Source: an optimization exercise on an open RTL-to-GDS flow (aim: small area). Production flows keep margins and buffers that such runs may drop. Where RTL was checked, it was by simulation tests only, not by an equivalence proof against the original. No activity file was given, so power comes from the tool's default toggle rates.

==> flow/design.v <==
`default_nettype none
package muldiv_pkg;
	typedef enum logic [1:0] {
		op_shl = 2'd0,
		op_mul = 2'd1,
		op_div = 2'd2,
		op_shr = 2'd3
	} md_op_e;
	typedef logic [16-1:0] md_word_t;
endpackage
`default_nettype wire
`default_nettype none
module operand_issue (
	input  logic                                   start,
	input  muldiv_pkg::md_op_e                     op,
	input  logic                                   signed_mode,
	input  logic [1:0]                             src1_sel,
	input  logic [1:0]                             src2_sel,
	input  muldiv_pkg::md_word_t [4-1:0]    src_regs,
	output logic                                   valid,
	output logic                                   is_div,
	output logic                                   cin,
	output logic                                   neg,
	output muldiv_pkg::md_word_t                   opa,
	output muldiv_pkg::md_word_t                   opq
);
	localparam int W = 16;
	muldiv_pkg::md_word_t x;
	muldiv_pkg::md_word_t y;
	muldiv_pkg::md_word_t pow2;
	logic sdiv;
	logic sx;
	logic sy;
	logic use_y;
	logic inv;
	logic [W-1:0] low_nz;
	assign x = src_regs[src1_sel];
	assign y = src_regs[src2_sel];
	always_comb begin
		pow2 = '0;
		pow2[{1'b0, y[2:0]} + 4'd1] = 1'b1;
	end
	assign sdiv = signed_mode & (op == muldiv_pkg::op_div);
	assign sx = sdiv & x[W-1];
	assign sy = sdiv & y[W-1];
	assign low_nz[0] = 1'b0;
	for (genvar i = 1; i < W; i++) begin : g_nz
		assign low_nz[i] = |x[i-1:0];
	end
	assign valid = start;
	assign is_div = op[1];
	assign cin = op[1] & ~sy;
	assign neg = sx ^ sy;
	assign use_y = op[0] ^ op[1];
	assign inv = op[1] & ~sy;
	assign opa = {W{inv}} ^ (use_y ? y : pow2);
	assign opq = x ^ (low_nz & {W{sx}});
endmodule
`default_nettype wire
`default_nettype none
module muldiv_step #(
	parameter int ROW = 0
) (
	input  logic                 is_div,
	input  logic                 cin,
	input  logic [ROW:0]         p_in,      
	input  muldiv_pkg::md_word_t opa,
	input  muldiv_pkg::md_word_t opq_in,
	output logic [ROW:0]         p_out,
	output muldiv_pkg::md_word_t opq_out
);
	localparam int W = 16;
	localparam int QB = W - 1 - ROW;
	logic t;
	logic [ROW:0] in1;
	logic [ROW:0] sum;
	logic [ROW+1:0] c;
	logic upper_ones;
	logic sel;
	assign t = opq_in[QB];
	if (ROW == 0) begin : g_in0
		assign in1 = is_div & t;
	end else begin : g_in
		assign in1 = {p_in[ROW:1], is_div & t};
	end
	if (ROW + 1 <= 4) begin : g_ripple
		assign c[0] = cin;
		for (genvar i = 0; i <= ROW; i++) begin : g_fa
			assign sum[i] = in1[i] ^ opa[i] ^ c[i];
			assign c[i+1] = (in1[i] & opa[i]) | (in1[i] & c[i]) | (opa[i] & c[i]);
		end
	end else begin : g_prefix
		localparam int N = ROW + 1;
		localparam int L = (N > 8) ? 4 : (N > 4) ? 3 : (N > 2) ? 2 : 1;
		logic [N-1:0] pp;
		logic [N-1:0] gg [0:L];
		logic [N-1:0] pr [0:L];
		assign pp = in1 ^ opa[ROW:0];
		always_comb begin
			gg[0] = in1 & opa[ROW:0];
			gg[0][0] = (in1[0] & opa[0]) | (pp[0] & cin);
			pr[0] = pp;
		end
		for (genvar l = 0; l < L; l++) begin : g_lvl
			for (genvar i = 0; i < N; i++) begin : g_node
				if (((i >> l) & 1) == 1) begin : g_comb
					localparam int K = ((i >> l) << l) - 1;
					assign gg[l+1][i] = gg[l][i] | (pr[l][i] & gg[l][K]);
					assign pr[l+1][i] = pr[l][i] & pr[l][K];
				end else begin : g_pass
					assign gg[l+1][i] = gg[l][i];
					assign pr[l+1][i] = pr[l][i];
				end
			end
		end
		assign c[0] = cin;
		assign c[N:1] = gg[L];
		assign sum = pp ^ c[ROW:0];
	end
	if (ROW == W - 1) begin : g_top
		assign upper_ones = 1'b1;
	end else begin : g_up
		assign upper_ones = &opa[W-1:ROW+1];
	end
	assign sel = is_div ? (c[ROW+1] & upper_ones) : t;
	assign p_out = sel ? sum : in1;
	always_comb begin
		opq_out = opq_in;
		opq_out[QB] = sel;
	end
endmodule
`default_nettype wire
`default_nettype none
module result_collect (
	input  logic                  clk,
	input  logic                  rst,
	input  logic                  valid,
	input  logic                  is_div,
	input  logic                  cin,
	input  logic                  neg,
	input  muldiv_pkg::md_word_t  opa,
	input  muldiv_pkg::md_word_t  prod,
	input  muldiv_pkg::md_word_t  quot,
	output muldiv_pkg::md_word_t  result,
	output logic                  done,
	output logic                  div_by_zero
);
	muldiv_pkg::md_word_t value_d;
	logic dbz;
	muldiv_pkg::md_word_t res_q;
	logic done_q;
	logic dbz_q;
	logic neg_q;
	assign dbz = is_div & cin & (&opa);
	assign value_d = is_div ? quot : prod;
	always_ff @(posedge clk or posedge rst) begin
		if (rst) begin
			res_q <= '0;
			neg_q <= 1'b0;
			done_q <= 1'b0;
			dbz_q <= 1'b0;
		end else begin
			done_q <= valid;
			dbz_q <= valid & dbz;
			if (valid) begin
				res_q <= value_d;
				neg_q <= neg & ~dbz;
			end
		end
	end
	assign result = neg_q ? -res_q : res_q;
	assign done = done_q;
	assign div_by_zero = dbz_q;
endmodule
`default_nettype wire
`default_nettype none
module muldiv_unit (
	input  logic                                   clk,
	input  logic                                   rst,
	input  logic                                   start,
	input  muldiv_pkg::md_op_e                     op,
	input  logic                                   signed_mode,
	input  logic [1:0]                             src1_sel,
	input  logic [1:0]                             src2_sel,
	input  muldiv_pkg::md_word_t [4-1:0]    src_regs,
	output muldiv_pkg::md_word_t                   result,
	output logic                                   done,
	output logic                                   div_by_zero
);
	localparam int W = 16;
	localparam logic [W-1:0] CUT = 16'b0001001001001000;
	logic [W:0]   valid_s;
	logic [W:0]   is_div_s;
	logic [W:0]   cin_s;
	logic [W:0]   neg_s;
	muldiv_pkg::md_word_t p_s   [0:W];
	muldiv_pkg::md_word_t opa_s [0:W];
	muldiv_pkg::md_word_t opq_s [0:W];
	operand_issue i_operand_issue (
		.start       (start),
		.op          (op),
		.signed_mode (signed_mode),
		.src1_sel    (src1_sel),
		.src2_sel    (src2_sel),
		.src_regs    (src_regs),
		.valid       (valid_s[0]),
		.is_div      (is_div_s[0]),
		.cin         (cin_s[0]),
		.neg         (neg_s[0]),
		.opa         (opa_s[0]),
		.opq         (opq_s[0])
	);
	assign p_s[0] = '0;
	for (genvar j = 0; j < W; j++) begin : g_row
		logic [j:0] p_in;
		logic [j:0] p_out;
		muldiv_pkg::md_word_t p_d;
		muldiv_pkg::md_word_t opq_d;
		if (j == 0) begin : g_p0
			assign p_in = 1'b0;
		end else begin : g_p
			assign p_in = {p_s[j][j-1:0], 1'b0};
		end
		muldiv_step #(
			.ROW (j)
		) i_muldiv_step (
			.is_div  (is_div_s[j]),
			.cin     (cin_s[j]),
			.p_in    (p_in),
			.opa     (opa_s[j]),
			.opq_in  (opq_s[j]),
			.p_out   (p_out),
			.opq_out (opq_d)
		);
		always_comb begin
			p_d = '0;
			p_d[j:0] = p_out;
		end
		if (CUT[j]) begin : g_reg
			logic valid_q;
			logic is_div_q;
			logic cin_q;
			logic neg_q;
			logic [j:0] p_q;
			muldiv_pkg::md_word_t opa_q;
			muldiv_pkg::md_word_t opq_q;
			always_ff @(posedge clk or posedge rst) begin
				if (rst) begin
					valid_q <= 1'b0;
				end else begin
					valid_q <= valid_s[j];
				end
			end
			always_ff @(posedge clk) begin
				is_div_q <= is_div_s[j];
				cin_q <= cin_s[j];
				neg_q <= neg_s[j];
				p_q <= p_out;
				opa_q <= opa_s[j];
				opq_q <= opq_d;
			end
			assign valid_s[j+1] = valid_q;
			assign is_div_s[j+1] = is_div_q;
			assign cin_s[j+1] = cin_q;
			assign neg_s[j+1] = neg_q;
			always_comb begin
				p_s[j+1] = '0;
				p_s[j+1][j:0] = p_q;
			end
			assign opa_s[j+1] = opa_q;
			assign opq_s[j+1] = opq_q;
		end else begin : g_wire
			assign valid_s[j+1] = valid_s[j];
			assign is_div_s[j+1] = is_div_s[j];
			assign cin_s[j+1] = cin_s[j];
			assign neg_s[j+1] = neg_s[j];
			assign p_s[j+1] = p_d;
			assign opa_s[j+1] = opa_s[j];
			assign opq_s[j+1] = opq_d;
		end
	end
	result_collect i_result_collect (
		.clk         (clk),
		.rst         (rst),
		.valid       (valid_s[W]),
		.is_div      (is_div_s[W]),
		.cin         (cin_s[W]),
		.neg         (neg_s[W]),
		.opa         (opa_s[W]),
		.prod        (p_s[W]),
		.quot        (opq_s[W]),
		.result      (result),
		.done        (done),
		.div_by_zero (div_by_zero)
	);
endmodule
`default_nettype wire
==> flow/config.mk <==
export PLATFORM = sky130hd
export DESIGN_NAME = muldiv_unit
export DESIGN_NICKNAME = muldiv_unit
export VERILOG_FILES = /design/flow/design.v
export SDC_FILE = /design/flow/constraint.sdc
export NUM_CORES = 4
export LEC_CHECK = 0
export ABC_AREA = 1
export CAP_MARGIN = 20
export CORE_MARGIN = 2
export CORE_UTILIZATION = 40
export SLEW_MARGIN = 20
==> flow/constraint.sdc <==
create_clock -name core_clock -period 8.0 [get_ports {clk}]
set_input_delay 1.6000 -clock core_clock [delete_from_list [all_inputs] [get_ports {clk}]]
set_output_delay 1.6000 -clock core_clock [all_outputs]
set_load 0.01 [all_outputs]
run.sh (not shown) runs the stock make flow with config.mk's settings and CLKGATE_MAP_FILE= SYNTH_SCRIPT=/design/flow/synth_recipe.tcl, a recipe that flattens the netlist after the stock synthesis.
Change:
--- a/flow/design.v
+++ b/flow/design.v
@@ -29,9 +29,8 @@
 	muldiv_pkg::md_word_t y;
 	muldiv_pkg::md_word_t pow2;
+	muldiv_pkg::md_word_t xmag;
 	logic sdiv;
 	logic sx;
 	logic sy;
-	logic use_y;
-	logic inv;
 	logic [W-1:0] low_nz;
 	assign x = src_regs[src1_sel];
@@ -48,12 +47,29 @@
 		assign low_nz[i] = |x[i-1:0];
 	end
+	assign xmag = sx ? (x ^ low_nz) : x;
 	assign valid = start;
 	assign is_div = op[1];
 	assign cin = op[1] & ~sy;
-	assign neg = sx ^ sy;
-	assign use_y = op[0] ^ op[1];
-	assign inv = op[1] & ~sy;
-	assign opa = {W{inv}} ^ (use_y ? y : pow2);
-	assign opq = x ^ (low_nz & {W{sx}});
+	assign neg = sx ^ sy ? (y != '0) : 1'b0;
+	always_comb begin
+		case (op)
+			muldiv_pkg::op_shl: begin
+				opa = x;
+				opq = pow2;
+			end
+			muldiv_pkg::op_mul: begin
+				opa = x;
+				opq = y;
+			end
+			muldiv_pkg::op_div: begin
+				opa = sy ? y : ~y;
+				opq = xmag;
+			end
+			default: begin
+				opa = ~pow2;
+				opq = x;
+			end
+		endcase
+	end
 endmodule
 `default_nettype wire
@@ -165,5 +181,5 @@
 			if (valid) begin
 				res_q <= value_d;
-				neg_q <= neg & ~dbz;
+				neg_q <= neg;
 			end
 		end
@@ -189,5 +205,5 @@
 );
 	localparam int W = 16;
-	localparam logic [W-1:0] CUT = 16'b0001001001001000;
+	localparam logic [W-1:0] CUT = 16'b0000100010001000;
 	logic [W:0]   valid_s;
 	logic [W:0]   is_div_s;
Utilization went up by 12 points.
Combinational power went up by about 80%.
Count of clock-buffer cells in the layout does not change.
Synthesized area went down by about 3%.
Power went up by about 40%.
Worst setup slack gets worse by 0.41 ns.
Maximum frequency went down by 5.3%.
First-iteration DRC count went up by 39%.
Flip-flop and latch count went down by 46.
Non-clock buffer count went up by 382.
Synthesized cell count went up by 4.3%.
For the second run of this note, only the layout was checked, not whether the RTL still works.

## what the ideal ports hide
The results above use ideal ports. As a check the final layouts listed here were re-extracted and re-timed, cells and wires unchanged. Step 1 (the two cells are an assumption about what drives the block):
set clk [get_ports {clk}]
set_driving_cell -lib_cell sky130_fd_sc_hd__clkbuf_16 $clk
set_driving_cell -lib_cell sky130_fd_sc_hd__buf_2 [delete_from_list [all_inputs] $clk]
Step 2 adds t to the input delays and takes it off the output delays; t is the mean of the earliest and latest rising clock arrival at the registers after step 1. Input paths then give back, and output paths get back, about the clock's delay inside the block. a / b / c = no drivers / after step 1 / after step 2; a / b = the first two.
run | t (ns) | setup WS [ns] | worst setup path after step 2 | slew at the worst register clock pin (ns) | cell pins on the clock port's net
the first run | 0.492 | 0.688 / 0.702 / 0.219 | input to register | 0.09 / 0.09 | 1
the second run | 0.477 | 0.281 / 0.281 / 0.037 | input to register | 0.07 / 0.07 | 1
After both steps every run listed still meets setup and hold. The setup slack of the first run, which loses most, moves by +0.014 ns with the drivers and by -0.469 ns with both steps.
